Background: an optimization exercise with open tools, aiming at small area, a short achievable clock period and few clock cycles per item. Do not read the settings as production practice. At most, simulation tests tie the RTL to the original design; equivalence was not proved. No functional check of the RTL was part of run 6. Power and IR drop assume default switching activity.

==> flow/design.v <==
`timescale 1ns / 1ps
package rpsf_pkg;
	localparam int unsigned ADDR_W  = 40;
	localparam int unsigned WORD_W  = 32;
	localparam int unsigned TIME_W  = 32;
	localparam int unsigned TMO_W   = 16;
	localparam int unsigned COUNT_W = 8;
	localparam int unsigned LEN_W   = 6;
	localparam int unsigned CMD_W   = 8;
	localparam int unsigned PHASE_W = 3;
	localparam int unsigned CFG_IDX_W = 3;
	localparam logic [CMD_W-1:0] CMD_REQUEST_CODE  = 8'd1;
	localparam logic [CMD_W-1:0] CMD_RESPONSE_CODE = 8'd2;
	localparam logic [CMD_W-1:0] CMD_PING_CODE     = 8'd3;
	localparam logic [CMD_W-1:0] CMD_PONG_CODE     = 8'd4;
	localparam logic [LEN_W-1:0] RESPONSE_LENGTH   = 6'd6;
	localparam logic [LEN_W-1:0] VERIFY_LENGTH     = 6'd8;
	localparam logic KIND_REQUEST = 1'b0;
	localparam logic KIND_PONG    = 1'b1;
	localparam logic [ADDR_W-1:0]  DEFAULT_ADDRESS_RST = 40'd733295205870;
	localparam logic [WORD_W-1:0]  DEVICE_ID_RST       = 32'd272914040;
	localparam logic [WORD_W-1:0]  HOST_MAGIC_RST      = 32'd0;
	localparam logic [WORD_W-1:0]  SLAVE_MAGIC_RST     = 32'd0;
	localparam logic [COUNT_W-1:0] VERIFY_TARGET_RST   = 8'd5;
	localparam logic [TMO_W-1:0]   RESPONSE_TMO_RST    = 16'd100;
	localparam logic [TMO_W-1:0]   VERIFY_TMO_RST      = 16'd5000;
	localparam logic [TMO_W-1:0]   SILENT_DONE_RST     = 16'd3000;
	localparam logic [COUNT_W-1:0] COUNT_MAX = {COUNT_W{1'b1}};
	typedef enum logic [PHASE_W-1:0] {
		PH_IDLE   = 3'd0,
		PH_SEND   = 3'd1,
		PH_WAIT   = 3'd2,
		PH_VERIFY = 3'd3,
		PH_DONE   = 3'd4
	} phase_t;
	typedef enum logic [CFG_IDX_W-1:0] {
		REG_DEFAULT_ADDRESS = 3'd0,
		REG_DEVICE_ID       = 3'd1,
		REG_HOST_MAGIC      = 3'd2,
		REG_SLAVE_MAGIC     = 3'd3,
		REG_VERIFY_TARGET   = 3'd4,
		REG_RESPONSE_TMO    = 3'd5,
		REG_VERIFY_TMO      = 3'd6,
		REG_SILENT_DONE     = 3'd7
	} cfg_reg_t;
endpackage
`timescale 1ns / 1ps
module radio_pairing_slave_fsm_top (
	input  logic                                 clk,
	input  logic                                 arst_n,
	input  logic                                 cfg_we,
	input  logic [rpsf_pkg::CFG_IDX_W-1:0]       cfg_index,
	input  logic [rpsf_pkg::ADDR_W-1:0]          cfg_data,
	input  logic                                 poll_valid,
	output logic                                 poll_ready,
	input  logic                                 poll_enable,
	input  logic [rpsf_pkg::TIME_W-1:0]          poll_now_ms,
	input  logic                                 poll_rx_valid,
	input  logic [rpsf_pkg::LEN_W-1:0]           poll_rx_length,
	input  logic [rpsf_pkg::CMD_W-1:0]           poll_rx_command,
	input  logic [rpsf_pkg::WORD_W-1:0]          poll_rx_magic,
	input  logic [rpsf_pkg::ADDR_W-1:0]          poll_rx_granted_address,
	output logic                                 result_valid,
	input  logic                                 result_ready,
	output logic                                 result_send_valid,
	output logic                                 result_send_kind,
	output logic [rpsf_pkg::WORD_W-1:0]          result_send_word,
	output logic [rpsf_pkg::ADDR_W-1:0]          result_send_address,
	output logic [rpsf_pkg::ADDR_W-1:0]          result_link_address,
	output logic                                 result_rx_flush,
	output logic [rpsf_pkg::PHASE_W-1:0]         result_phase,
	output logic [rpsf_pkg::COUNT_W-1:0]         result_verify_count,
	output logic                                 result_finish
);
	logic [rpsf_pkg::ADDR_W-1:0]  default_address_q;
	logic [rpsf_pkg::WORD_W-1:0]  device_id_q;
	logic [rpsf_pkg::WORD_W-1:0]  host_magic_q;
	logic [rpsf_pkg::WORD_W-1:0]  slave_magic_q;
	logic [rpsf_pkg::COUNT_W-1:0] verify_target_q;
	logic [rpsf_pkg::TMO_W-1:0]   response_tmo_q;
	logic [rpsf_pkg::TMO_W-1:0]   verify_tmo_q;
	logic [rpsf_pkg::TMO_W-1:0]   silent_done_q;
	logic [rpsf_pkg::PHASE_W-1:0] phase_q;
	logic [rpsf_pkg::TIME_W-1:0]  time_q;
	logic [rpsf_pkg::COUNT_W-1:0] count_q;
	logic                         goal_q;
	logic [rpsf_pkg::ADDR_W-1:0]  link_q;
	logic                         valid_q;
	logic                         send_q;
	logic                         event_q;
	logic                         fire;
	logic                         in_idle, in_send, in_wait, in_verify, in_done;
	logic                         resp_ok, ping_ok;
	logic [rpsf_pkg::TIME_W-1:0]  since;
	logic [rpsf_pkg::TMO_W-1:0]   limit;
	logic                         expired;
	logic [rpsf_pkg::COUNT_W-1:0] count_inc;
	logic [rpsf_pkg::PHASE_W-1:0] phase_d;
	assign poll_ready = !valid_q || result_ready;
	assign fire       = poll_valid && poll_ready;
	always_ff @(posedge clk or negedge arst_n) begin
		if (!arst_n) begin
			default_address_q <= rpsf_pkg::DEFAULT_ADDRESS_RST;
			device_id_q       <= rpsf_pkg::DEVICE_ID_RST;
			host_magic_q      <= rpsf_pkg::HOST_MAGIC_RST;
			slave_magic_q     <= rpsf_pkg::SLAVE_MAGIC_RST;
			verify_target_q   <= rpsf_pkg::VERIFY_TARGET_RST;
			response_tmo_q    <= rpsf_pkg::RESPONSE_TMO_RST;
			verify_tmo_q      <= rpsf_pkg::VERIFY_TMO_RST;
			silent_done_q     <= rpsf_pkg::SILENT_DONE_RST;
		end else if (cfg_we) begin
			case (cfg_index)
				rpsf_pkg::REG_DEFAULT_ADDRESS: default_address_q <= cfg_data;
				rpsf_pkg::REG_DEVICE_ID:     device_id_q   <= cfg_data[rpsf_pkg::WORD_W-1:0];
				rpsf_pkg::REG_HOST_MAGIC:    host_magic_q  <= cfg_data[rpsf_pkg::WORD_W-1:0];
				rpsf_pkg::REG_SLAVE_MAGIC:   slave_magic_q <= cfg_data[rpsf_pkg::WORD_W-1:0];
				rpsf_pkg::REG_VERIFY_TARGET:
					verify_target_q <= cfg_data[rpsf_pkg::COUNT_W-1:0];
				rpsf_pkg::REG_RESPONSE_TMO:  response_tmo_q <= cfg_data[rpsf_pkg::TMO_W-1:0];
				rpsf_pkg::REG_VERIFY_TMO:    verify_tmo_q   <= cfg_data[rpsf_pkg::TMO_W-1:0];
				rpsf_pkg::REG_SILENT_DONE:   silent_done_q  <= cfg_data[rpsf_pkg::TMO_W-1:0];
				default: ;
			endcase
		end
	end
	assign in_idle   = (phase_q == rpsf_pkg::PH_IDLE);
	assign in_send   = (phase_q == rpsf_pkg::PH_SEND);
	assign in_wait   = (phase_q == rpsf_pkg::PH_WAIT);
	assign in_verify = (phase_q == rpsf_pkg::PH_VERIFY);
	assign in_done   = (phase_q == rpsf_pkg::PH_DONE);
	assign resp_ok = poll_rx_valid && (poll_rx_length == rpsf_pkg::RESPONSE_LENGTH)
		&& (poll_rx_command == rpsf_pkg::CMD_RESPONSE_CODE);
	assign ping_ok = poll_rx_valid && (poll_rx_length == rpsf_pkg::VERIFY_LENGTH)
		&& (poll_rx_command == rpsf_pkg::CMD_PING_CODE) && (poll_rx_magic == host_magic_q);
	assign since     = poll_now_ms - time_q;
	assign limit     = in_wait ? response_tmo_q : (goal_q ? silent_done_q : verify_tmo_q);
	assign expired   = since > {{(rpsf_pkg::TIME_W-rpsf_pkg::TMO_W){1'b0}}, limit};
	assign count_inc = (count_q != rpsf_pkg::COUNT_MAX) ? count_q + 1'b1 : count_q;
	always_comb begin
		phase_d = phase_q;
		if (!poll_enable) begin
			phase_d = rpsf_pkg::PH_IDLE;
		end else begin
			case (phase_q)
				rpsf_pkg::PH_IDLE: phase_d = rpsf_pkg::PH_SEND;
				rpsf_pkg::PH_SEND: phase_d = rpsf_pkg::PH_WAIT;
				rpsf_pkg::PH_WAIT: begin
					if (resp_ok)
						phase_d = rpsf_pkg::PH_VERIFY;
					else if (expired)
						phase_d = rpsf_pkg::PH_SEND;
				end
				rpsf_pkg::PH_VERIFY: begin
					if (!ping_ok && expired)
						phase_d = goal_q ? rpsf_pkg::PH_DONE : rpsf_pkg::PH_SEND;
				end
				rpsf_pkg::PH_DONE: phase_d = rpsf_pkg::PH_DONE;
				default: phase_d = rpsf_pkg::PH_IDLE;
			endcase
		end
	end
	always_ff @(posedge clk or negedge arst_n) begin
		if (!arst_n) begin
			phase_q <= rpsf_pkg::PH_IDLE;
			count_q <= '0;
			link_q  <= rpsf_pkg::DEFAULT_ADDRESS_RST;
			valid_q <= 1'b0;
		end else begin
			if (fire) begin
				phase_q <= phase_d;
				if (poll_enable) begin
					if (in_idle || (in_wait && resp_ok))
						count_q <= '0;
					else if (in_verify && ping_ok)
						count_q <= count_inc;
					if (in_idle || in_send)
						link_q <= default_address_q;
					else if (in_wait && resp_ok)
						link_q <= poll_rx_granted_address;
				end
			end
			if (fire)
				valid_q <= 1'b1;
			else if (result_ready)
				valid_q <= 1'b0;
		end
	end
	always_ff @(posedge clk) begin
		if (fire) begin
			if (!((in_wait && !resp_ok) || (in_verify && !ping_ok)))
				time_q <= poll_now_ms;
			if (in_wait && resp_ok)
				goal_q <= 1'b0;
			else if (in_verify && ping_ok)
				goal_q <= goal_q || (count_inc >= verify_target_q);
			send_q  <= poll_enable && (in_send || (in_verify && ping_ok));
			event_q <= poll_enable && ((in_wait && resp_ok) || in_done);
		end
	end
	assign result_valid        = valid_q;
	assign result_send_valid   = send_q;
	assign result_send_kind    = send_q && phase_q[0];
	assign result_send_word    = !send_q ? '0 : (phase_q[0] ? slave_magic_q : device_id_q);
	assign result_send_address = send_q ? link_q : '0;
	assign result_link_address = link_q;
	assign result_rx_flush     = event_q && !phase_q[2];
	assign result_phase        = phase_q;
	assign result_verify_count = count_q;
	assign result_finish       = event_q && phase_q[2];
endmodule
==> flow/run.sh <==
#!/bin/bash
# synth_recipe.tcl (not shown) runs the flow's synth.tcl, then flattens the netlist and writes it again
# the make line also repeats each setting of config.mk as NAME=value (left out here)
make -C /OpenROAD-flow-scripts/flow DESIGN_CONFIG=/design/flow/config.mk WORK_HOME=/design/flow/orfs CLKGATE_MAP_FILE= SYNTH_SCRIPT=/design/flow/synth_recipe.tcl finish
==> flow/config.mk <==
export PLATFORM = sky130hd
export DESIGN_NAME = radio_pairing_slave_fsm_top
export DESIGN_NICKNAME = radio_pairing_slave_fsm_top
export VERILOG_FILES = /design/flow/design.v
export SDC_FILE = /design/flow/constraint.sdc
export NUM_CORES = 4
export LEC_CHECK = 0
export ABC_CLOCK_PERIOD_IN_PS = 2500
export CAP_MARGIN = 20
export CORE_MARGIN = 2
export CORE_UTILIZATION = 40
export SLEW_MARGIN = 20
==> flow/constraint.sdc <==
create_clock -name core_clock -period 5.5 [get_ports {clk}]
set_input_delay 1.1000 -clock core_clock [delete_from_list [all_inputs] [get_ports {clk}]]
set_output_delay 1.1000 -clock core_clock [all_outputs]
set_load 0.01 [all_outputs]
==> results by group, run 1 <==
Synthesis
  – Mapped Cells: 1351
  – Mux cell area share after synthesis: 0.197
  – Post-Synth Simple-Gate Area: 0.117
  – Netlist Area Pre-Place: 15200 µm²
  – XOR/XNOR Fraction of Synth Area: 0.0335
  – Register area share after synthesis: 0.478
  – Compound-Gate Fraction of Synth Area: 0.0934
  – Synth warn: 1
  – Main combinational cell family by area after synthesis: multiplexers
  – Syn nets: 1576
  – Primary FF master, synth: dfrtp_1
  – Async SR Flop Fraction: 0.875
  – Syn_area_per_cell: 11.2 µm²
  – Post-synth EDFFs: 35
  – Post-synthesis cell type count: 77
  – Synth Register Bits: 279
  – Post-Synth Adder-Cell Area: 0.0475

Detailed routing
  – DR vias/cell: 5.19
  – WL final: 42900 µm
  – DRC: 0
  – Wire per inst: 19.7 µm
  – Via Count: 11300
  – Initial detailed-routing violation count: 407
  – DRT antenna net count: 0
  – Detailed Routing Iterations Pass 1: 5

Critical path
  – CP max FO: 3
  – Worst Path Required: 5.90 ns
  – CP Cell Sequence: clkdlybuf4s50_1, inv_1, ha_1, fa_1, and2b_1, o2111ai_1, nand2_1, a31oi_1, o21bai_1, a21oi_1, xnor2_1, ha_1, nand4_1, nor3_1, a2111oi_0, o221ai_1, nor4_1, buf_4, nand4_1, nand3_1, o211ai_1
  – Crit-path leading delay family: compound AO/OA/AOI/OAI gates
  – CP startpoint kind: input pin
  – CP bufs+invs: 3
  – CP max stage cell: clkdlybuf4s50_1
  – Arr. time, crit path: 5.34 ns
  – Peak per-stage delay on the critical path: 0.52 ns
  – Crit path kind: in -> reg
  – Endpoint class of the critical path: flip-flop

Die
  – Rows: 71
  – Die X-Extent: 199 µm
  – Die height: 199 µm
  – Core area: 37500 µm²
  – Initial Util: 0.405
  – Die ar.: 39500 µm²
  – I/O pin count: 297

Final layout
  – Share of cells above drive strength 1: 0.227
  – Commonest non-fill, non-tap cells in the layout: clkdlybuf4s50_1, mux2_2, dfrtp_1
  – Most common cell after layout, fill and taps aside: clkdlybuf4s50_1
  – Nets@finish: 1864
  – Area growth from synthesis to layout: 31.6%

Power and ir drop
  – PwrDens: 389 nW/µm²
  – Pleak: 8.33 nW
  – Maximum vdd drop: 0.216 mV

STA
  – Final hold slack: 0.502 ns
  – Unrepaired setup endpoints after global routing: false
  – Tcrit/Tclk final: 0.899
  – Final max-slew violation count: 0
  – Crit path time final: 4.94 ns
  – Setup TNS: 0 ns
  – Post-route clock skew: 0.0106 ns
  – Fin. Hold Viols: 0
  – Actual slew at the worst max-slew pin: 1.04 ns
  – Final setup fails: 0
  – Max Freq: 202 MHz
  – Max-slew headroom: 0.303

Worst hold path
  – Hold Path Class: reg -> reg

Clock tree
  – Root buffer cell: clkbuf_16
  – Post_cts resized: 0
  – Clock buffer depth: 3
  – Setup bufs post-CTS: 0
  – CTS Buf Count: 35
  – H-tree depth: 2
  – Worst-path clk slew: 0.06 ns
  – Cts hold-fix bufs: 0
  – Clock Sinks: 279
  – CTS tree: yes
  – Clock Latency Late Sink: 0.53 ns

Global routing
  – Initial antenna violation count: 10
  – First-pass GRT wire length: 66400 µm
  – Vias in the first global route: 11700
  – Largest net degree at the start of global routing: 102
  – GRT Residual Overflow: 0
  – Total GRT Usage: 0.218

Placement
  – Number of I/O port buffers: 296
  – HPWL after DPL: 31700 µm
  – Routability cong.: 0.850

Run status
  – Run status: no timing/DRC/antenna violations

Job
  – Max-cap viol count: 0
## cells by family (layout without fill, tap and decap cells)
group                      count (synthesis)  count (layout)
AOI/OAI and AO/OA                        224             224
xor gates and xnor gates                  58              58
adders and majority gates                 57              57
buffers and inverters                    119             432
DFF                                      279             279
muxes                                    276             276
other                                      0               4
and+or+nand+nor                          338             338
## stage by stage
stage                     instance area (µm²)  instances  setup WS, ns   util  total power, mW
after global placement                  18700       2112         0.134  0.499             5.29
final                                   20000       2179         0.557  0.533             7.77
after CTS                               20000       2174         0.560  0.532             7.87
after detailed placement                18700       2112        0.0325  0.499             5.33
after floorplan                         15200       1351          1.16      -             4.28
after global routing                    20000       2175         0.131  0.533             8.21
## sequential cells by signal (all words and copies together) (netlist names)
signal and flops:
host_magic_q 32, link_q 40, phase_q 3, slave_magic_q 32
time_q 32, verify_tmo_q 16, goal_q 1, response_tmo_q 16
send_q 1, silent_done_q 16, verify_target_q 8, default_address_q 40
valid_q 1, count_q 8, event_q 1, device_id_q 32
## Yosys cell counts, types with 4 or more instances
master	number	share of area
edfxtp_1	35	0.069
nand3_1	22	0.0073
mux2_2	187	0.14
mux2i_1	89	0.059
a21boi_0	4	0.0020
a31oi_1	7	0.0029
xnor2_1	48	0.028
nor2_1	91	0.023
a21o_1	13	0.0064
nor2b_1	41	0.017
nand4b_1	4	0.0023
dfrtp_1	164	0.27
nor3_1	18	0.0059
o21a_1	9	0.0045
o2111ai_1	4	0.0023
nand4_1	25	0.010
or3_1	4	0.0016
dfstp_2	80	0.14
and2_1	46	0.019
o21ai_0	38	0.013
clkbuf_8	4	0.0036
a211oi_1	6	0.0030
nand2b_1	7	0.0029
nor4_1	15	0.0062
ha_1	56	0.046
a21oi_1	96	0.032
a31o_2	7	0.0040
buf_2	4	0.0013
clkbuf_1	55	0.014
nand2_1	44	0.011
inv_1	52	0.013
xor2_1	10	0.0058
o211ai_1	5	0.0025
## metal layers
layer | vias up | part of all wire | global-route usage
li1 | 5421 | - | -
met1 | 5557 | 0.43 | 0.277
met2 | 241 | 0.47 | 0.357
met3 | 72 | 0.068 | 0.0677
met4 | 14 | 0.023 | 0.0641
met5 | - | 0.0023 | 0
## power breakdown
part | total (mW) | switching [mW] | internal, mW
clock | 2.48 | 0.910 | 1.57
combinational | 2.30 | 1.04 | 1.25
sequential | 2.99 | 0.296 | 2.69
total | 7.77 | 2.25 | 5.52
## final timing paths
path                                              start                               end  slack [ns]  cells after the start
max                                      poll_now_ms[0]            phase_q[0]$_DFFE_PN0P_        0.56                     21
min                        verify_tmo_q[13]$_DFFE_PN0P_      verify_tmo_q[13]$_DFFE_PN0P_        0.50                      1
max reg2reg                         time_q[1]$_DFFE_PP_            phase_q[0]$_DFFE_PN0P_        1.29                     19
min reg2reg                verify_tmo_q[13]$_DFFE_PN0P_      verify_tmo_q[13]$_DFFE_PN0P_        0.50                      1
max in group asynchronous                        arst_n            phase_q[0]$_DFFE_PN0P_        3.71                      2
min in group asynchronous                        arst_n  default_address_q[4]$_DFFE_PN0P_        0.60                      1
## layout make-up
cell class,instances,area (µm²)
multi-input combinational,953,7460
sequential,279,7260
inverter,53,199
antenna,4,10.0
clock inverter,14,205
clock buffer,48,1050
timing repair buffer,317,3150
fill,3383,17500
tap,511,639
Testbench counts, summed over its fixed seeds: cycles 24,008, items 24,000.
==> inputs of run 2 (changes only) <==
--- a/flow/config.mk
+++ b/flow/config.mk
@@ -5,7 +5,6 @@
 export SDC_FILE = /design/flow/constraint.sdc
 export NUM_CORES = 4
 export LEC_CHECK = 0
-export ABC_CLOCK_PERIOD_IN_PS = 2500
 export CAP_MARGIN = 20
 export CORE_MARGIN = 2
 export CORE_UTILIZATION = 40
==> results by group, run 2 <==
Run status
  – Run status: no timing/DRC/antenna violations

Final layout
  – Nets@finish: 1864 (unchanged)
  – Share of cells above drive strength 1: 0.227 (unchanged)
  – Most common cell after layout, fill and taps aside: clkdlybuf4s50_1
  – Post-route cell area: 20000 µm² (unchanged)
  – Commonest non-fill, non-tap cells in the layout: clkdlybuf4s50_1, mux2_2, dfrtp_1
  – Area growth from synthesis to layout: 31.6% (unchanged)
  – Biggest regs: default_address_q (40), link_q (40)

Synthesis
  – XOR/XNOR Fraction of Synth Area: 0.0335 (unchanged)
  – Mapped Cells: 1351 (unchanged)
  – Mux cell area share after synthesis: 0.197 (unchanged)
  – Most common cell in the netlist: mux2_2
  – Post-synth EDFFs: 35 (unchanged)
  – Syn_area_per_cell: 11.2 µm² (unchanged)
  – Synth area leaders: dfrtp_1, mux2_2, dfstp_2
  – Most frequent cells after synthesis: mux2_2, dfrtp_1, a21oi_1
  – Compound-Gate Fraction of Synth Area: 0.0934 (unchanged)
  – Register area share after synthesis: 0.478 (unchanged)
  – Post-synth top area cell: dfrtp_1
  – Post-Synth Adder-Cell Area: 0.0475 (unchanged)
  – Synth Register Bits: 279 (unchanged)
  – Async SR Flop Fraction: 0.875 (unchanged)
  – Post-Synth Simple-Gate Area: 0.117 (unchanged)
  – Post-synthesis cell type count: 77 (unchanged)
  – Main combinational cell family by area after synthesis: multiplexers
  – Primary FF master, synth: dfrtp_1
  – Syn nets: 1576 (unchanged)
  – Share of the synthesized area in the top cell type: 0.270 (unchanged)
  – Netlist Area Pre-Place: 15200 µm² (unchanged)
  – Synth warn: 1 (unchanged)

Power and ir drop
  – Clock power share: 0.319 (about the same)
  – Switching share of power: 0.290 (unchanged)
  – Internal power: 5.52 mW (unchanged)
  – Pleak: 8.33 nW (unchanged)
  – Comb power frac: 0.296 (about the same)
  – PwrDens: 389 nW/µm² (unchanged)
  – Sequential power share: 0.385 (about the same)
  – Psw: 2.25 mW (unchanged)
  – Maximum vdd drop: 0.216 mV (unchanged)

Clock tree
  – Clock Latency Late Sink: 0.53 ns (about the same)
  – Setup bufs post-CTS: 0 (unchanged)
  – CTS tree: yes
  – H-tree depth: 2 (unchanged)
  – CTS Buf Count: 35 (unchanged)
  – Clock buffer depth: 3 (unchanged)
  – Root buffer cell: clkbuf_16
  – Cts hold-fix bufs: 0 (unchanged)
  – Clock Sinks: 279 (unchanged)
  – Post_cts resized: 0 (unchanged)
  – Worst-path clk slew: 0.06 ns (about the same)

Die
  – Die ar.: 39500 µm² (unchanged)
  – Core area: 37500 µm² (unchanged)
  – Rows: 71 (unchanged)
  – Initial Util: 0.405 (unchanged)
  – I/O pin count: 297 (unchanged)
  – Die height: 199 µm (unchanged)
  – Die X-Extent: 199 µm (unchanged)

Detailed routing
  – Initial detailed-routing violation count: 407 (unchanged)
  – Via Count: 11300 (unchanged)
  – DR vias/cell: 5.19 (unchanged)
  – Wire per inst: 19.7 µm (unchanged)
  – WL final: 42900 µm (unchanged)
  – DRT antenna net count: 0 (unchanged)
  – Detailed Routing Iterations Pass 1: 5 (unchanged)
  – DRC: 0 (unchanged)

Critical path
  – CP startpoint kind: input pin
  – Worst Path Required: 5.90 ns (about the same)
  – Endpoint class of the critical path: flip-flop
  – Setup crit start: poll_now_ms[0]
  – Worst r2r src: time_q[1]$_DFFE_PP_
  – Crit path kind: in -> reg
  – Arr. time, crit path: 5.34 ns (about the same)
  – CP max FO: 3 (unchanged)

Global routing
  – Total GRT Usage: 0.218 (unchanged)
  – GRT Residual Overflow: 0 (unchanged)
  – Initial antenna violation count: 10 (unchanged)
  – Largest net degree at the start of global routing: 102 (unchanged)
  – First-pass GRT wire length: 66400 µm (unchanged)
  – Vias in the first global route: 11700 (unchanged)

STA
  – Post-route clock skew: 0.0106 ns (unchanged)
  – Final setup margin: 0.557 ns (unchanged)
  – Actual slew at the worst max-slew pin: 1.04 ns (unchanged)
  – Tcrit/Tclk final: 0.899 (unchanged)
  – Max-slew headroom: 0.303 (unchanged)
  – Unrepaired setup endpoints after global routing: false
  – Fin. Hold Viols: 0 (unchanged)
  – Crit path time final: 4.94 ns (unchanged)
  – Final setup fails: 0 (unchanged)
  – Final max-slew violation count: 0 (unchanged)
  – Setup TNS: 0 ns (unchanged)
  – Max Freq: 202 MHz (unchanged)

Placement
  – Routability cong.: 0.850 (unchanged)
  – Number of I/O port buffers: 296 (unchanged)
  – HPWL after DPL: 31700 µm (unchanged)
  – Post-Place Worst Slack: 0.0325 ns (unchanged)
  – Placed inst area: 18700 µm² (unchanged)

Worst hold path
  – HP Start: verify_tmo_q[13]$_DFFE_PN0P_
  – Hold Path Class: reg -> reg

Job
  – Max-cap viol count: 0 (unchanged)
[run 2: area by class of cell]
type	instances	area (µm²)
fill	3383	17500
clock buffer	48	1050
clock inverter	14	205
timing repair buffer	317	3150
sequential	279	7260
inverter	53	199
antenna	4	10.0
multi-input combinational	953	7460
tap	511	639
[run 2: worst paths after layout]
path,end,cells past startpoint,slack [ns]
min,verify_tmo_q[13]$_DFFE_PN0P_,1,0.50
min in group asynchronous,default_address_q[4]$_DFFE_PN0P_,1,0.60
max reg2reg,phase_q[0]$_DFFE_PN0P_,19,1.29
max in group asynchronous,phase_q[0]$_DFFE_PN0P_,2,3.71
min reg2reg,verify_tmo_q[13]$_DFFE_PN0P_,1,0.50
max,phase_q[0]$_DFFE_PN0P_,21,0.56
[run 2: cells by family after synthesis]
group / Yosys count
xor+xnor: 58
buf+inv: 119
flops: 279
compound gates: 224
mux: 276
fa+ha+maj: 57
simple gates: 338
[run 2: per-layer routing]
layer,GRT usage,wire [µm]
met5,0,97
met4,0.0641,997
met3,0.0677,2910
met2,0.357,20300
met1,0.277,18700
[run 2: per-stage QoR]
step                      power [mW]  hold slack, ns  std cells  utilization
after global placement          5.29           0.487       2112        0.499
after detailed placement        5.33           0.493       2112        0.499
final                           7.77           0.502       2179        0.533
after floorplan                 4.28           0.479       1351            -
after CTS                       7.87           0.505       2174        0.532
after global routing            8.21           0.514       2175        0.533
[run 2: power by group through the flow]
stage	Clock (mW)	Sequential [mW]	Combinational, mW
after detailed placement	0	3.01	2.32
after CTS	2.55	2.99	2.33
after global placement	0	3.00	2.28
after global routing	2.63	3.06	2.53
after floorplan	0	3.00	1.27
final	2.48	2.99	2.30
[run 2: critical path, cell delays in order]
cell and delay, ns:
clkdlybuf4s50_1 0.52, inv_1 0.06, ha_1 0.22, fa_1 0.40, and2b_1 0.24, o2111ai_1 0.17, nand2_1 0.17, a31oi_1 0.13
o21bai_1 0.15, a21oi_1 0.09, xnor2_1 0.15, ha_1 0.30, nand4_1 0.14, nor3_1 0.09, a2111oi_0 0.42, o221ai_1 0.21
nor4_1 0.20, buf_4 0.16, nand4_1 0.16, nand3_1 0.15, o211ai_1 0.10
==> inputs of run 3 (changes only) <==
==> flow/flow/run.sh (new file) <==
#!/bin/bash
# Standard layout, except that the port buffers are the smallest buffer
# (buf_1) instead of the one buffer_ports picks by default.
set -euo pipefail
export BUFFER_PORTS_ARGS="-buffer_cell sky130_fd_sc_hd__buf_1"
bash standard.sh finish > standard_flow.log 2>&1
==> flow/standard.sh (new file) <==
#!/bin/bash
# synth_recipe.tcl (not shown) runs the flow's synth.tcl, then flattens the netlist and writes it again
# the make line also repeats each setting of config.mk as NAME=value (left out here)
make -C /OpenROAD-flow-scripts/flow DESIGN_CONFIG=/design/flow/config.mk WORK_HOME=/design/flow/orfs CLKGATE_MAP_FILE= SYNTH_SCRIPT=/design/flow/synth_recipe.tcl "${@:-finish}"
removed: flow/run.sh
==> results by group, run 3 <==
Run status
  – Run status: no timing/DRC/antenna violations

Final layout
  – Biggest regs: default_address_q (40), link_q (40)
  – Fin cells: 2174 (-0.23%)
  – Nets@finish: 1863 (-0.054%)
  – Share of cells above drive strength 1: 0.219 (-0.00862)
  – Most common cell after layout, fill and taps aside: buf_1
  – Commonest non-fill, non-tap cells in the layout: buf_1, mux2_2, dfrtp_1
  – Area growth from synthesis to layout: 18.2%
  – Post-route cell area: 17900 µm² (-10%)

Global routing
  – Largest net degree at the start of global routing: 143 (+40%)
  – First-pass GRT wire length: 63100 µm (-4.9%)
  – Total GRT Usage: 0.207 (-0.0112)
  – Vias in the first global route: 11100 (-5.2%)
  – Initial antenna violation count: 10 (unchanged)
  – GRT Residual Overflow: 0 (unchanged)

Critical path
  – Reg2Reg Depth: 18 (-1)
  – Arr. time, crit path: 5.02 ns (-0.32 ns)
  – Worst r2r src: time_q[0]$_DFFE_PP_
  – Endpoint class of the critical path: flip-flop
  – R2R setup slack: 1.26 ns (-0.03 ns)
  – Peak per-stage delay on the critical path: 0.41 ns (-0.11 ns)
  – Crit path capture: phase_q[0]$_DFFE_PN0P_
  – Critical path depth in cells: 20 (-4.8%)
  – CP max FO: 3 (unchanged)
  – Worst reg2reg path endpoint: phase_q[0]$_DFFE_PN0P_
  – Setup crit start: poll_now_ms[0]
  – Worst Path Required: 5.89 ns (about the same)
  – Crit path kind: in -> reg
  – CP Cell Sequence: buf_1, inv_1, ha_1, fa_1, and2b_1, o2111ai_1, nand2_1, a31oi_1, o21bai_1, a21oi_1, xnor2_1, ha_1, nand4_1, nor3_1, a2111oi_0, o221ai_1, nor4_1, nand4_1, nand3_1, o211ai_1
  – CP bufs+invs: 2 (-1)
  – CP startpoint kind: input pin
  – CP max stage cell: fa_1
  – Crit-path leading delay family: simple AND/OR/NAND/NOR gates

Synthesis
  – Mux cell area share after synthesis: 0.197 (unchanged)
  – Most common cell in the netlist: mux2_2
  – Register area share after synthesis: 0.478 (unchanged)
  – Post-Synth Simple-Gate Area: 0.117 (unchanged)
  – Synth warn: 1 (unchanged)
  – Synth Register Bits: 279 (unchanged)
  – Netlist Area Pre-Place: 15200 µm² (unchanged)
  – Compound-Gate Fraction of Synth Area: 0.0934 (unchanged)
  – Primary FF master, synth: dfrtp_1
  – Syn_area_per_cell: 11.2 µm² (unchanged)
  – XOR/XNOR Fraction of Synth Area: 0.0335 (unchanged)
  – Async SR Flop Fraction: 0.875 (unchanged)
  – Mapped Cells: 1351 (unchanged)
  – Main combinational cell family by area after synthesis: multiplexers
  – Most frequent cells after synthesis: mux2_2, dfrtp_1, a21oi_1
  – Synth area leaders: dfrtp_1, mux2_2, dfstp_2
  – Post-Synth Adder-Cell Area: 0.0475 (unchanged)
  – Syn nets: 1576 (unchanged)
  – Post-synthesis cell type count: 77 (unchanged)
  – Post-synth top area cell: dfrtp_1
  – Share of the synthesized area in the top cell type: 0.270 (unchanged)
  – Post-synth EDFFs: 35 (unchanged)

Clock tree
  – Worst-path clk slew: 0.06 ns (about the same)
  – Post_cts resized: 0 (unchanged)
  – H-tree depth: 2 (unchanged)
  – Root buffer cell: clkbuf_16
  – CTS tree: yes
  – Clock buffer depth: 3 (unchanged)
  – Clock Latency Late Sink: 0.52 ns (about the same)
  – Clock Sinks: 279 (unchanged)
  – Setup bufs post-CTS: 0 (unchanged)
  – CTS Buf Count: 34 (-2.9%)
  – Cts hold-fix bufs: 0 (unchanged)

Die
  – Initial Util: 0.405 (unchanged)
  – Die X-Extent: 199 µm (unchanged)
  – Die ar.: 39500 µm² (unchanged)
  – I/O pin count: 297 (unchanged)
  – Core area: 37500 µm² (unchanged)
  – Die height: 199 µm (unchanged)
  – Rows: 71 (unchanged)

STA
  – Final setup margin: 0.870 ns (+0.313 ns)
  – Setup TNS: 0 ns (unchanged)
  – Unrepaired setup endpoints after global routing: false
  – Final setup fails: 0 (unchanged)
  – Final max-slew violation count: 0 (unchanged)
  – Fin. Hold Viols: 0 (unchanged)
  – Max-slew headroom: 0.444 (+0.140)
  – Post-route clock skew: 0.0185 ns (+0.00790 ns)
  – Tcrit/Tclk final: 0.842 (-0.0568)
  – Max Freq: 216 MHz (+6.7%)
  – Crit path time final: 4.63 ns (-0.313 ns)
  – Actual slew at the worst max-slew pin: 0.834 ns (-0.205 ns)

Detailed routing
  – Detailed Routing Iterations Pass 1: 5 (unchanged)
  – Wire per inst: 18.9 µm (-4.0%)
  – Via Count: 11300 (+0.30%)
  – DRT antenna net count: 0 (unchanged)
  – WL final: 41100 µm (-4.2%)
  – DRC: 0 (unchanged)
  – DR vias/cell: 5.22 (+0.53%)
  – Initial detailed-routing violation count: 462 (+14%)

Placement
  – # placed instances: 2110 (-0.095%)
  – HPWL after DPL: 29900 µm (-5.5%)
  – Routability cong.: 0.869 (+2.2%)
  – Placed inst area: 16800 µm² (-10%)
  – Number of I/O port buffers: 296 (unchanged)
  – Post-Place Worst Slack: 0.432 ns (+0.399 ns)

Job
  – Max-cap viol count: 0 (unchanged)

Worst hold path
  – Hold Path Class: reg -> reg

Power and ir drop
  – Overall Power: 7.03 mW (-9.5%)
  – Maximum vdd drop: 0.200 mV (-7.5%)
  – Pleak: 7.44 nW (-11%)
  – PwrDens: 392 nW/µm² (+0.83%)
run 3: cell counts after synthesis:
No cell type changed its count.
run 3: per-stage QoR:
stage	hold slack, ns	util
floorplan	0.479	-
detailed placement	0.493	0.449
CTS	0.506	0.477
finish	0.503	0.478
global route	0.509	0.478
global placement	0.486	0.449
run 3: per-layer routing:
metal	GRT usage	vias to the layer above	part of all wire
met3	0.0558	78	0.064
met2	0.340	263	0.48
met5	0	-	0.0020
met4	0.0578	14	0.023
met1	0.268	5547	0.43
li1	-	5437	-
run 3: cell families after synthesis:
family	after synthesis
muxes	276
DFF	279
and+or+nand+nor	338
buffers and inverters	119
adders and majority gates	57
xor gates and xnor gates	58
AOI/OAI and AO/OA	224
run 3: final cells by class:
class	count	area, µm²
clock buffer	55	1000
fill	3568	19600
antenna	2	5.00
inverter	53	199
tap	511	639
multi-input combinational	953	7460
timing repair buffer	317	1310
sequential	279	7260
clock inverter	4	61.3
run 3: report_power, final:
part | switching, mW | leakage, nW | internal, mW
combinational | 1.04 | 3.79 | 0.866
sequential | 0.283 | 3.15 | 2.69
clock | 0.856 | 0.505 | 1.29
run 3: how the worst min path moves through the flow:
stage | startpoint | endpoint | slack [ns] | depth (start not counted)
final | verify_tmo_q[14]$_DFFE_PN0P_ | verify_tmo_q[14]$_DFFE_PN0P_ | 0.50 | 1
after global routing | response_tmo_q[8]$_DFFE_PN0P_ | response_tmo_q[8]$_DFFE_PN0P_ | 0.51 | 1
after CTS | slave_magic_q[27]$_DFFE_PN0P_ | slave_magic_q[27]$_DFFE_PN0P_ | 0.51 | 1
after detailed placement | slave_magic_q[3]$_DFFE_PN0P_ | slave_magic_q[3]$_DFFE_PN0P_ | 0.49 | 1
after global placement | slave_magic_q[2]$_DFFE_PN0P_ | slave_magic_q[2]$_DFFE_PN0P_ | 0.49 | 1
after floorplan | verify_tmo_q[10]$_DFFE_PN0P_ | verify_tmo_q[10]$_DFFE_PN0P_ | 0.48 | 1
==> inputs of run 4 (changes only) <==
--- a/flow/config.mk
+++ b/flow/config.mk
@@ -8,4 +8,5 @@
 export CAP_MARGIN = 20
 export CORE_MARGIN = 2
 export CORE_UTILIZATION = 40
+export CTS_BUF_LIST = sky130_fd_sc_hd__clkbuf_4
 export SLEW_MARGIN = 20
==> results by group, run 4 <==
Detailed routing
  – DRT antenna net count: 0 (unchanged)
  – WL final: 41600 µm (+1.2%)
  – DRC: 0 (unchanged)
  – Initial detailed-routing violation count: 394 (-15%)
  – Detailed Routing Iterations Pass 1: 5 (unchanged)
  – DR vias/cell: 5.14 (-1.5%)
  – Wire per inst: 18.4 µm (-2.8%)
  – Via Count: 11600 (+2.5%)

Critical path
  – Reg2Reg Depth: 18 (unchanged)
  – Endpoint class of the critical path: flip-flop
  – CP startpoint kind: input pin
  – Crit path kind: in -> reg
  – Arr. time, crit path: 5.07 ns (+0.05 ns)
  – CP max stage cell: a2111oi_0
  – CP max FO: 3 (unchanged)
  – Peak per-stage delay on the critical path: 0.41 ns (about the same)
  – CP Cell Sequence: buf_1, inv_1, ha_1, fa_1, and2b_1, o2111ai_1, nand2_1, a31oi_1, o21bai_1, a21oi_1, xnor2_1, ha_1, nand4_1, nor3_1, a2111oi_0, o221ai_1, nor4_1, nand4_1, a21oi_1, a21o_1
  – Worst Path Required: 6.14 ns (+0.25 ns)

STA
  – Setup TNS: 0 ns (unchanged)
  – Unrepaired setup endpoints after global routing: false
  – Fin. Hold Viols: 0 (unchanged)
  – Post-route clock skew: 0.0382 ns (+0.0197 ns)
  – Final max-slew violation count: 0 (unchanged)
  – Crit path time final: 4.43 ns (-0.203 ns)
  – Actual slew at the worst max-slew pin: 0.841 ns (+0.00623 ns)
  – Final hold slack: 0.500 ns (-0.00292 ns)
  – Final setup fails: 0 (unchanged)
  – Max Freq: 226 MHz (+4.6%)
  – Final setup margin: 1.07 ns (+0.203 ns)
  – Max-slew headroom: 0.440 (-0.00416)
  – Tcrit/Tclk final: 0.805 (-0.0368)

Final layout
  – Area growth from synthesis to layout: 18.2% (about the same)
  – Biggest regs: default_address_q (40), link_q (40)
  – Commonest non-fill, non-tap cells in the layout: buf_1, mux2_2, dfrtp_1
  – Most common cell after layout, fill and taps aside: buf_1
  – Fin cells: 2263 (+4.1%)
  – Nets@finish: 1908 (+2.4%)
  – Post-route cell area: 17900 µm² (about the same)
  – Fin util: 0.479 (about the same)
  – Share of cells above drive strength 1: 0.257 (+0.0382)

Global routing
  – GRT Residual Overflow: 0 (unchanged)
  – Total GRT Usage: 0.210 (+0.00365)
  – First-pass GRT wire length: 64000 µm (+1.3%)
  – Initial antenna violation count: 11 (+1)
  – Vias in the first global route: 11500 (+3.3%)
  – Largest net degree at the start of global routing: 143 (unchanged)

Placement
  – # placed instances: 2110 (unchanged)
  – Placed inst area: 16800 µm² (unchanged)
  – Number of I/O port buffers: 296 (unchanged)
  – HPWL after DPL: 29900 µm (unchanged)
  – Routability cong.: 0.869 (unchanged)
  – Post-Place Worst Slack: 0.432 ns (unchanged)

Synthesis
  – Primary FF master, synth: dfrtp_1
  – Post-synth EDFFs: 35 (unchanged)
  – Synth area leaders: dfrtp_1, mux2_2, dfstp_2
  – Mapped Cells: 1351 (unchanged)
  – Netlist Area Pre-Place: 15200 µm² (unchanged)
  – Most frequent cells after synthesis: mux2_2, dfrtp_1, a21oi_1
  – Syn nets: 1576 (unchanged)
  – Async SR Flop Fraction: 0.875 (unchanged)
  – Synth Register Bits: 279 (unchanged)
  – Syn_area_per_cell: 11.2 µm² (unchanged)
  – Post-synthesis cell type count: 77 (unchanged)
  – Share of the synthesized area in the top cell type: 0.270 (unchanged)
  – Register area share after synthesis: 0.478 (unchanged)
  – Most common cell in the netlist: mux2_2
  – Synth warn: 1 (unchanged)
  – Post-synth top area cell: dfrtp_1

Die
  – Initial Util: 0.405 (unchanged)
  – Core area: 37500 µm² (unchanged)
  – I/O pin count: 297 (unchanged)
  – Rows: 71 (unchanged)
  – Die height: 199 µm (unchanged)
  – Die X-Extent: 199 µm (unchanged)
  – Die ar.: 39500 µm² (unchanged)

Clock tree
  – Clock Latency Late Sink: 0.73 ns (+0.21 ns)
  – Post_cts resized: 0 (unchanged)
  – Clock buffer depth: 3 (unchanged)
  – Cts hold-fix bufs: 0 (unchanged)
  – CTS Buf Count: 79 (+130%)
  – Setup bufs post-CTS: 0 (unchanged)
  – Worst-path clk slew: 0.06 ns (about the same)
  – Root buffer cell: clkbuf_4
  – CTS tree: yes
  – H-tree depth: 3 (+1)
  – Clock Sinks: 279 (unchanged)

Run status
  – Run status: no timing/DRC/antenna violations

Power and ir drop
  – Overall Power: 6.89 mW (-1.9%)
  – Maximum vdd drop: 0.227 mV (+13%)
  – Pleak: 7.57 nW (+1.7%)
  – PwrDens: 384 nW/µm² (-2.0%)

Worst hold path
  – Hold Path Class: in -> async

Job
  – Max-cap viol count: 0 (unchanged)
==> run 4: cells by family after synthesis <==
family / count (synthesis) / share of synthesized area
xor+xnor: 58 / 0.0335
fa+ha+maj: 57 / 0.0475
buf+inv: 119 / 0.0330
flops: 279 / 0.478
compound gates: 224 / 0.0934
simple gates: 338 / 0.117
mux: 276 / 0.197
==> run 4: critical path: cells and delay by family <==
kind / cells / cell delay (ns)
fa+ha+maj: 3 / 0.92
simple gates: 6 / 1.25
compound gates: 8 / 1.45
xor+xnor: 1 / 0.14
buf+inv: 2 / 0.20
==> run 4: worst paths after layout <==
path	startpoint	slack, ns	to
min in group core_clock	device_id_q[13]$_DFFE_PN0P_	0.50	device_id_q[13]$_DFFE_PN0P_
worst max register to register	time_q[0]$_DFFE_PP_	1.25	phase_q[1]$_DFFE_PN0P_
worst min register to register	device_id_q[13]$_DFFE_PN0P_	0.50	device_id_q[13]$_DFFE_PN0P_
worst min-delay path	arst_n	0.50	default_address_q[9]$_DFFE_PN0P_
worst max-delay path	poll_now_ms[0]	1.07	phase_q[1]$_DFFE_PN0P_
max in group asynchronous	arst_n	3.76	device_id_q[13]$_DFFE_PN0P_
==> run 4: layer usage <==
layer  part of all wire  up-vias  global-route usage
met1               0.43     5641               0.268
met4              0.025       14              0.0705
met3              0.066       83              0.0668
met5             0.0020        -                   0
li1                   -     5594                   -
met2               0.47      293               0.339
==> run 4: cell type report <==
class	instances	area (µm²)
Clock inverter	26	163
Clock buffer	121	908
Sequential cell	279	7260
Multi-Input combinational cell	953	7460
Fill cell	3653	19500
Tap cell	511	639
Inverter	53	199
Timing Repair Buffer	317	1310
Antenna cell	3	7.51
==> run 4: where the power goes <==
group	internal, mW	switching [mW]	total, mW
clock	1.10	0.917	2.02
sequential	2.69	0.284	2.97
combinational	0.865	1.04	1.90
total	4.66	2.24	6.89
==> inputs of run 5 (changes only) <==
--- a/flow/config.mk
+++ b/flow/config.mk
@@ -7,6 +7,5 @@
 export LEC_CHECK = 0
 export CAP_MARGIN = 20
 export CORE_MARGIN = 2
-export CORE_UTILIZATION = 40
-export CTS_BUF_LIST = sky130_fd_sc_hd__clkbuf_4
+export CORE_UTILIZATION = 65
 export SLEW_MARGIN = 20
==> results by group, run 5 <==
Critical path
  – CP max stage cell: fa_1
  – Endpoint class of the critical path: flip-flop
  – CP max FO: 3 (unchanged)
  – Peak per-stage delay on the critical path: 0.41 ns (about the same)
  – CP startpoint kind: input pin
  – Worst Path Required: 5.91 ns (-0.23 ns)
  – Crit path kind: in -> reg
  – Setup crit start: poll_now_ms[0]
  – Reg2Reg Depth: 18 (unchanged)
  – CP bufs+invs: 2 (unchanged)
  – Crit-path leading delay family: simple AND/OR/NAND/NOR gates
  – Arr. time, crit path: 4.90 ns (-0.17 ns)
  – Worst reg2reg path endpoint: phase_q[0]$_DFFE_PN0P_
  – R2R setup slack: 1.36 ns (+0.11 ns)
  – CP Cell Sequence: buf_1, inv_1, ha_1, fa_1, and2b_1, o2111ai_1, nand2_1, a31oi_1, o21bai_1, a21oi_1, xnor2_1, ha_1, nand4_1, nor3_1, a2111oi_0, o221ai_1, nor4_1, nand4_1, nand3_1, o211ai_1
  – Worst r2r src: time_q[0]$_DFFE_PP_

Global routing
  – Largest net degree at the start of global routing: 126 (-12%)
  – Top Usage Layer GRT: met2
  – Met1 usage: 0.391 (+0.123)
  – GRT Residual Overflow: 0 (unchanged)
  – Vias in the first global route: 11500 (+0.11%)
  – First-pass GRT wire length: 60000 µm (-6.2%)
  – Global routing usage on met2: 0.524 (+0.185)
  – Initial antenna violation count: 4 (-7)
  – Met3 Use GR: 0.0795 (+0.0127)
  – Total GRT Usage: 0.309 (+0.0989)

Final layout
  – Fillcell total: 1558 (-57%)
  – Nets@finish: 1853 (-2.9%)
  – Biggest regs: default_address_q (40), link_q (40)
  – Area of the multi-input gates: 7460 µm² (unchanged)
  – FF/Latch Area: 7260 µm² (unchanged)
  – Most common cell after layout, fill and taps aside: buf_1
  – Fin cells: 1966 (-13%)
  – Share of cells above drive strength 1: 0.219 (-0.0375)
  – Post-route cell area: 17600 µm² (-2.2%)
  – Area growth from synthesis to layout: 15.7%
  – Fin util: 0.771 (+0.292)
  – Commonest non-fill, non-tap cells in the layout: buf_1, mux2_2, dfrtp_1

Power and ir drop
  – Psw: 2.16 mW (-3.3%)
  – Overall Power: 6.90 mW (about the same)
  – Pleak: 7.38 nW (-2.5%)
  – Sequential power share: 0.432 (about the same)
  – Comb power frac: 0.277 (about the same)
  – Clock power share: 0.291 (-0.002)
  – Internal power: 4.73 mW (+1.7%)
  – Switching share of power: 0.314 (-0.0108)
  – PwrDens: 393 nW/µm² (+2.3%)
  – Maximum vdd drop: 0.338 mV (+49%)

Synthesis
  – Primary FF master, synth: dfrtp_1
  – Synth area leaders: dfrtp_1, mux2_2, dfstp_2
  – Async SR Flop Fraction: 0.875 (unchanged)
  – Register area share after synthesis: 0.478 (unchanged)
  – Most frequent cells after synthesis: mux2_2, dfrtp_1, a21oi_1
  – Post-synth top area cell: dfrtp_1
  – Share of the synthesized area in the top cell type: 0.270 (unchanged)
  – Post-synthesis cell type count: 77 (unchanged)
  – Syn nets: 1576 (unchanged)
  – Synth Register Bits: 279 (unchanged)
  – Synth warn: 1 (unchanged)
  – Syn_area_per_cell: 11.2 µm² (unchanged)
  – Most common cell in the netlist: mux2_2
  – Post-synth EDFFs: 35 (unchanged)
  – Mapped Cells: 1351 (unchanged)
  – Netlist Area Pre-Place: 15200 µm² (unchanged)

STA
  – Max Freq: 223 MHz (-1.2%)
  – Final setup margin: 1.02 ns (-0.0534 ns)
  – Max-slew headroom: 0.289 (-0.150)
  – Actual slew at the worst max-slew pin: 1.06 ns (+0.220 ns)
  – Final max-slew violation count: 0 (unchanged)
  – Unrepaired setup endpoints after global routing: false
  – Crit path time final: 4.48 ns (+0.0534 ns)
  – Final setup fails: 0 (unchanged)
  – Post-route clock skew: 0.0217 ns (-0.0166 ns)
  – Tcrit/Tclk final: 0.815 (+0.00971)
  – Setup TNS: 0 ns (unchanged)
  – Fin. Hold Viols: 0 (unchanged)
  – Final hold slack: 0.505 ns (+0.00521 ns)

Placement
  – Post-Place Worst Slack: 0.546 ns (+0.115 ns)
  – Placed inst area: 16600 µm² (-1.6%)
  – Number of I/O port buffers: 296 (unchanged)
  – # placed instances: 1910 (-9.5%)
  – HPWL after DPL: 27600 µm (-7.8%)
  – Routability cong.: 0.898 (+3.3%)

Detailed routing
  – Initial detailed-routing violation count: 614 (+56%)
  – DR vias/cell: 5.81 (+13%)
  – WL final: 37900 µm (-8.9%)
  – Detailed Routing Iterations Pass 1: 5 (unchanged)
  – DRT antenna net count: 0 (unchanged)
  – Wire per inst: 19.3 µm (+4.9%)
  – DRC: 0 (unchanged)
  – Via Count: 11400 (-1.7%)

Clock tree
  – Cts hold-fix bufs: 0 (unchanged)
  – Worst-path clk slew: 0.06 ns (about the same)
  – Clock Sinks: 279 (unchanged)
  – Post_cts resized: 0 (unchanged)
  – CTS tree: yes
  – Clock buffer depth: 3 (unchanged)
  – CTS Buf Count: 29 (-63%)
  – Clock Latency Late Sink: 0.56 ns (-0.17 ns)
  – H-tree depth: 1 (-2)
  – Root buffer cell: clkbuf_16
  – Setup bufs post-CTS: 0 (unchanged)

Die
  – I/O pin count: 297 (unchanged)
  – Rows: 55 (-23%)
  – Die ar.: 24600 µm² (-38%)
  – Die X-Extent: 157 µm (-21%)
  – Core area: 22800 µm² (-39%)
  – Initial Util: 0.666 (+0.261)
  – Die height: 157 µm (-21%)

Job
  – Max-cap viol count: 0 (unchanged)

Worst hold path
  – Worst Hold End: verify_tmo_q[15]$_DFFE_PN0P_
  – Hold Crit Depth: 1
  – HP Start: verify_tmo_q[15]$_DFFE_PN0P_
  – Hold Path Class: reg -> reg

Run status
  – Run status: no timing/DRC/antenna violations
run 5: layer usage:
metal / vias up / routed length, µm
li1: 5409 / -
met1: 5625 / 15700
met2: 315 / 18700
met3: 79 / 2540
met4: 4 / 1000
met5: - / 27
run 5: power by group through the flow:
stage / logic, mW / clock network [mW] / registers [mW]
floorplan: 1.27 / 0 / 3.00
global placement: 1.84 / 0 / 2.98
detailed placement: 1.91 / 0 / 3.01
CTS: 1.92 / 2.03 / 2.98
global route: 2.12 / 2.12 / 3.04
finish: 1.91 / 2.01 / 2.98
run 5: layout make-up:
class | count | share of cell area
timing repair buffer | 312 | 0.0718
clock inverter | 15 | 0.0101
tap | 313 | 0.0223
inverter | 53 | 0.0113
multi-input combinational | 953 | 0.425
antenna | 2 | 0.000285
clock buffer | 39 | 0.0458
sequential | 279 | 0.413
run 5: how the worst max path moves through the flow:
stage	to	cells after the start	slack (ns)
after global routing	phase_q[1]$_DFFE_PN0P_	20	0.68
after CTS	phase_q[0]$_DFFE_PN0P_	20	1.10
after floorplan	phase_q[0]$_DFFE_PN0P_	19	1.16
after global placement	phase_q[0]$_DFFE_PN0P_	20	0.74
final	phase_q[0]$_DFFE_PN0P_	20	1.02
after detailed placement	phase_q[0]$_DFFE_PN0P_	20	0.55
run 5: cells by family after synthesis:
family | synth area share
adders and majority gates | 0.0475
xor gates and xnor gates | 0.0335
DFF | 0.478
buffers and inverters | 0.0330
and+or+nand+nor | 0.117
AOI/OAI and AO/OA | 0.0934
muxes | 0.197
==> inputs of run 6 (changes only) <==
--- a/flow/design.v
+++ b/flow/design.v
@@ -91,11 +91,27 @@
 	logic                         fire;
 	logic                         in_idle, in_send, in_wait, in_verify, in_done;
 	logic                         resp_ok, ping_ok;
-	logic [rpsf_pkg::TIME_W-1:0]  since;
+	logic [rpsf_pkg::TMO_W-1:0]   now_lo, now_hi, tim_lo, tim_hi;
+	logic [rpsf_pkg::TMO_W-1:0]   hi_same, hi_next, csa_s, csa_c;
+	logic                         lo_ok, hi_ne, lo_gt;
 	logic [rpsf_pkg::TMO_W-1:0]   limit;
 	logic                         expired;
 	logic [rpsf_pkg::COUNT_W-1:0] count_inc;
 	logic [rpsf_pkg::PHASE_W-1:0] phase_d;
+	function automatic logic carry_out(input logic [rpsf_pkg::TMO_W-1:0] a,
+			input logic [rpsf_pkg::TMO_W-1:0] b, input logic cin);
+		logic [rpsf_pkg::TMO_W-1:0] g, p;
+		g = a & b;
+		p = a | b;
+		g[0] = g[0] | (p[0] & cin);
+		for (int s = 1; s < rpsf_pkg::TMO_W; s = s * 2) begin
+			for (int i = 0; i + 2 * s <= rpsf_pkg::TMO_W; i = i + 2 * s) begin
+				g[i + 2 * s - 1] = g[i + 2 * s - 1] | (p[i + 2 * s - 1] & g[i + s - 1]);
+				p[i + 2 * s - 1] = p[i + 2 * s - 1] & p[i + s - 1];
+			end
+		end
+		carry_out = g[rpsf_pkg::TMO_W-1];
+	endfunction
 	assign poll_ready = !valid_q || result_ready;
 	assign fire       = poll_valid && poll_ready;
 	always_ff @(posedge clk or negedge arst_n) begin
@@ -132,9 +148,20 @@
 		&& (poll_rx_command == rpsf_pkg::CMD_RESPONSE_CODE);
 	assign ping_ok = poll_rx_valid && (poll_rx_length == rpsf_pkg::VERIFY_LENGTH)
 		&& (poll_rx_command == rpsf_pkg::CMD_PING_CODE) && (poll_rx_magic == host_magic_q);
-	assign since     = poll_now_ms - time_q;
 	assign limit     = in_wait ? response_tmo_q : (goal_q ? silent_done_q : verify_tmo_q);
-	assign expired   = since > {{(rpsf_pkg::TIME_W-rpsf_pkg::TMO_W){1'b0}}, limit};
+	assign expired   = hi_ne || lo_gt;
+	assign now_lo  = poll_now_ms[rpsf_pkg::TMO_W-1:0];
+	assign now_hi  = poll_now_ms[rpsf_pkg::TIME_W-1:rpsf_pkg::TMO_W];
+	assign tim_lo  = time_q[rpsf_pkg::TMO_W-1:0];
+	assign tim_hi  = time_q[rpsf_pkg::TIME_W-1:rpsf_pkg::TMO_W];
+	assign lo_ok   = carry_out(now_lo, ~tim_lo, 1'b1);
+	assign hi_same = ~(now_hi ^ tim_hi);
+	assign hi_next = {hi_same[rpsf_pkg::TMO_W-1:1] ~^ (now_hi[rpsf_pkg::TMO_W-2:0] | ~tim_hi[rpsf_pkg::TMO_W-2:0]),
+		~hi_same[0]};
+	assign hi_ne   = lo_ok ? !(&hi_same) : !(&hi_next);
+	assign csa_s   = now_lo ^ ~tim_lo ^ ~limit;
+	assign csa_c   = (now_lo & ~tim_lo) | (now_lo & ~limit) | (~tim_lo & ~limit);
+	assign lo_gt   = !(!csa_c[rpsf_pkg::TMO_W-1] ^ carry_out(csa_s, {csa_c[rpsf_pkg::TMO_W-2:0], 1'b1}, 1'b0) ^ lo_ok);
 	assign count_inc = (count_q != rpsf_pkg::COUNT_MAX) ? count_q + 1'b1 : count_q;
 	always_comb begin
 		phase_d = phase_q;
--- a/flow/config.mk
+++ b/flow/config.mk
@@ -7,5 +7,5 @@
 export LEC_CHECK = 0
 export CAP_MARGIN = 20
 export CORE_MARGIN = 2
-export CORE_UTILIZATION = 65
+export CORE_UTILIZATION = 40
 export SLEW_MARGIN = 20
==> results by group, run 6 <==
Run status
  – Run status: no timing/DRC/antenna violations

Synthesis
  – Syn_area_per_cell: 12.1 µm² (+8.0%)
  – Register area share after synthesis: 0.504 (+0.0261)
  – Primary FF master, synth: dfrtp_1
  – Most common cell in the netlist: mux2_2
  – Synth area leaders: dfrtp_1, mux2_2, dfstp_2
  – Synth warn: 1 (unchanged)
  – Syn nets: 1425 (-9.6%)
  – Share of the synthesized area in the top cell type: 0.285 (+0.0147)
  – Synth Register Bits: 279 (unchanged)
  – Post-synth top area cell: dfrtp_1
  – Most frequent cells after synthesis: mux2_2, dfrtp_1, mux2i_1
  – Post-synth EDFFs: 35 (unchanged)
  – Mapped Cells: 1186 (-12%)
  – Post-synthesis cell type count: 56 (-27%)
  – Async SR Flop Fraction: 0.875 (unchanged)
  – Netlist Area Pre-Place: 14400 µm² (-5.2%)

Final layout
  – Area of the multi-input gates: 6720 µm² (-10%)
  – Fillcell total: 3264 (+110%)
  – Fin util: 0.488 (-0.283)
  – Most common cell after layout, fill and taps aside: buf_1
  – Share of cells above drive strength 1: 0.239 (+0.0193)
  – Nets@finish: 1721 (-7.1%)
  – FF/Latch Area: 7260 µm² (unchanged)
  – Area growth from synthesis to layout: 20.2%
  – Biggest regs: default_address_q (40), link_q (40)
  – Commonest non-fill, non-tap cells in the layout: buf_1, mux2_2, dfrtp_1

Power and ir drop
  – Switching share of power: 0.290 (-0.0241)
  – PwrDens: 398 nW/µm² (+1.3%)
  – Overall Power: 6.88 mW (-0.19%)
  – Maximum vdd drop: 0.230 mV (-32%)
  – Clock power share: 0.344 (+0.053)
  – Sequential power share: 0.424 (-0.008)
  – Psw: 1.99 mW (-7.8%)
  – Pleak: 7.31 nW (-0.91%)
  – Internal power: 4.89 mW (+3.3%)
  – Comb power frac: 0.232 (-0.045)

Detailed routing
  – DR vias/cell: 5.03 (-14%)
  – Wire per inst: 18.4 µm (-4.7%)
  – Initial detailed-routing violation count: 334 (-46%)
  – Via Count: 9913 (-13%)
  – DRC: 0 (unchanged)
  – DRT antenna net count: 0 (unchanged)
  – Detailed Routing Iterations Pass 1: 5 (unchanged)
  – WL final: 36200 µm (-4.4%)

Clock tree
  – CTS tree: yes
  – CTS Buf Count: 35 (+21%)
  – Root buffer cell: clkbuf_16
  – Clock Sinks: 279 (unchanged)
  – Setup bufs post-CTS: 0 (unchanged)
  – Worst-path clk slew: 0.06 ns (about the same)
  – Clock buffer depth: 3 (unchanged)
  – Cts hold-fix bufs: 0 (unchanged)
  – Post_cts resized: 0 (unchanged)
  – Clock Latency Late Sink: 0.52 ns (-0.04 ns)
  – H-tree depth: 2 (+1)

STA
  – Post-route clock skew: 0.0240 ns (+0.00238 ns)
  – Actual slew at the worst max-slew pin: 1.06 ns (+0.00387 ns)
  – Setup TNS: 0 ns (unchanged)
  – Tcrit/Tclk final: 0.840 (+0.0252)
  – Crit path time final: 4.62 ns (+0.138 ns)
  – Unrepaired setup endpoints after global routing: false
  – Final max-slew violation count: 0 (unchanged)
  – Max-slew headroom: 0.290 (+0.00116)
  – Final setup margin: 0.881 ns (-0.138 ns)
  – Final hold slack: 0.504 ns (-0.000959 ns)
  – Final setup fails: 0 (unchanged)
  – Fin. Hold Viols: 0 (unchanged)
  – Max Freq: 216 MHz (-3.0%)

Die
  – Die ar.: 37500 µm² (+53%)
  – Core area: 35500 µm² (+56%)
  – Initial Util: 0.406 (-0.261)
  – Die X-Extent: 194 µm (+24%)
  – Rows: 69 (+25%)
  – I/O pin count: 297 (unchanged)
  – Die height: 194 µm (+24%)

Placement
  – Number of I/O port buffers: 296 (unchanged)
  – Routability cong.: 0.809 (-9.8%)
  – Post-Place Worst Slack: 0.881 ns (+0.335 ns)
  – HPWL after DPL: 25600 µm (-7.0%)

Critical path
  – CP max FO: 29 (+26)
  – Crit-path leading delay family: simple AND/OR/NAND/NOR gates
  – Crit path kind: reg -> reg
  – CP max stage cell: and2_1
  – CP startpoint kind: flip-flop
  – CP bufs+invs: 0 (-2)
  – Worst Path Required: 5.89 ns (-0.02 ns)
  – Arr. time, crit path: 5.01 ns (+0.11 ns)
  – Endpoint class of the critical path: flip-flop
  – Peak per-stage delay on the critical path: 0.74 ns (+0.33 ns)
  – CP Cell Sequence: nor2_1, and2_1, o21ai_0, fa_1, nor2b_1, a2111oi_2, a211oi_1, a211oi_2, o21ai_1, xor2_1, mux2i_1, a2111oi_0, or3b_1

Global routing
  – Initial antenna violation count: 3 (-1)
  – First-pass GRT wire length: 57200 µm (-4.6%)
  – Largest net degree at the start of global routing: 86 (-32%)
  – Vias in the first global route: 10100 (-11%)
  – Total GRT Usage: 0.192 (-0.117)
  – GRT Residual Overflow: 0 (unchanged)

Worst hold path
  – Hold Path Class: reg -> reg

Job
  – Max-cap viol count: 0 (unchanged)
==> run 6: layout make-up <==
cell class / count / share of cell area
diodes: 1 / 0.000145
flip-flops and latches: 279 / 0.419
multi-input cells: 784 / 0.388
clock inverters: 9 / 0.00629
repair buffers: 313 / 0.0739
inverters: 69 / 0.0150
clock buffers: 55 / 0.0638
well taps: 461 / 0.0333
==> run 6: cell families after synthesis <==
| group | share of synthesized area |
|---|---|
| muxes | 0.213 |
| DFF | 0.504 |
| and+or+nand+nor | 0.0970 |
| buffers and inverters | 0.0322 |
| AOI/OAI and AO/OA | 0.0517 |
| adders and majority gates | 0.0701 |
| xor gates and xnor gates | 0.0322 |
==> run 6: per-stage QoR <==
stage               area, µm²  std cells
floorplan               14400       1186
global placement        16100       1904
detailed placement      16100       1905
CTS                     17300       1969
global route            17300       1971
finish                  17300       1971
==> run 6: per-layer routing <==
metal	part of all wire	track usage	wire (µm)
met3	0.050	0.0353	1800
met5	0.00075	0	27
met4	0.016	0.0430	585
met2	0.49	0.325	17700
met1	0.44	0.256	16100
==> run 6: power groups by stage <==
stage | Sequential (mW) | Combinational [mW] | Clock, mW
after global routing | 2.99 | 1.78 | 2.53
after floorplan | 2.93 | 1.08 | 0
final | 2.92 | 1.60 | 2.37
after CTS | 2.93 | 1.62 | 2.43
after detailed placement | 2.96 | 1.61 | 0
after global placement | 2.94 | 1.57 | 0
==> run 6: path summary, 6_finish.rpt <==
check                      slack [ns]                                 to                    startpoint  depth (start not counted)
setup / recovery                 0.88             phase_q[0]$_DFFE_PN0P_        phase_q[2]$_DFFE_PN0P_                         13
hold / removal                   0.50       slave_magic_q[4]$_DFFE_PN0P_  slave_magic_q[4]$_DFFE_PN0P_                          1
setup reg to reg                 0.88             phase_q[0]$_DFFE_PN0P_        phase_q[2]$_DFFE_PN0P_                         13
hold reg to reg                  0.50       slave_magic_q[4]$_DFFE_PN0P_  slave_magic_q[4]$_DFFE_PN0P_                          1
max in group asynchronous        3.62       verify_tmo_q[13]$_DFFE_PN0P_                        arst_n                          2
min in group asynchronous        0.58  default_address_q[34]$_DFFE_PN0P_                        arst_n                          1

re-timing with driven ports:
Ports are ideal in the flow. The routed layouts listed here were re-timed in OpenROAD. Step 1, drivers: a clkbuf_16 drives clk and a buf_2 each remaining input, both assumed. Step 2 also shifts input and output timing later by t, the mid clock arrival at the registers, as if the neighbouring blocks saw the same clock. a / b / c = ideal ports / drivers / drivers and shift; a / b = the first two.
run	t (ns)	setup WS [ns]	worst register clock-pin slew, ns	cell pins on the clock port's net
run 1	0.589	0.557 / 0.590 / 0.001	0.06 / 0.06	1
run 2	0.589	0.557 / 0.590 / 0.001	0.06 / 0.06	1
run 3	0.562	0.870 / 0.902 / 0.339	0.06 / 0.06	1
run 4	0.764	1.072 / 1.102 / 0.338	0.07 / 0.07	1
run 5	0.598	1.019 / 1.049 / 0.451	0.07 / 0.07	1
run 6	0.552	0.881 / 0.881 / 0.881	0.06 / 0.06	1
After both steps setup and hold are still met in every run listed. For run 4, which loses most, drivers alone change the setup slack by +0.030 ns; drivers and shift together by -0.734 ns.
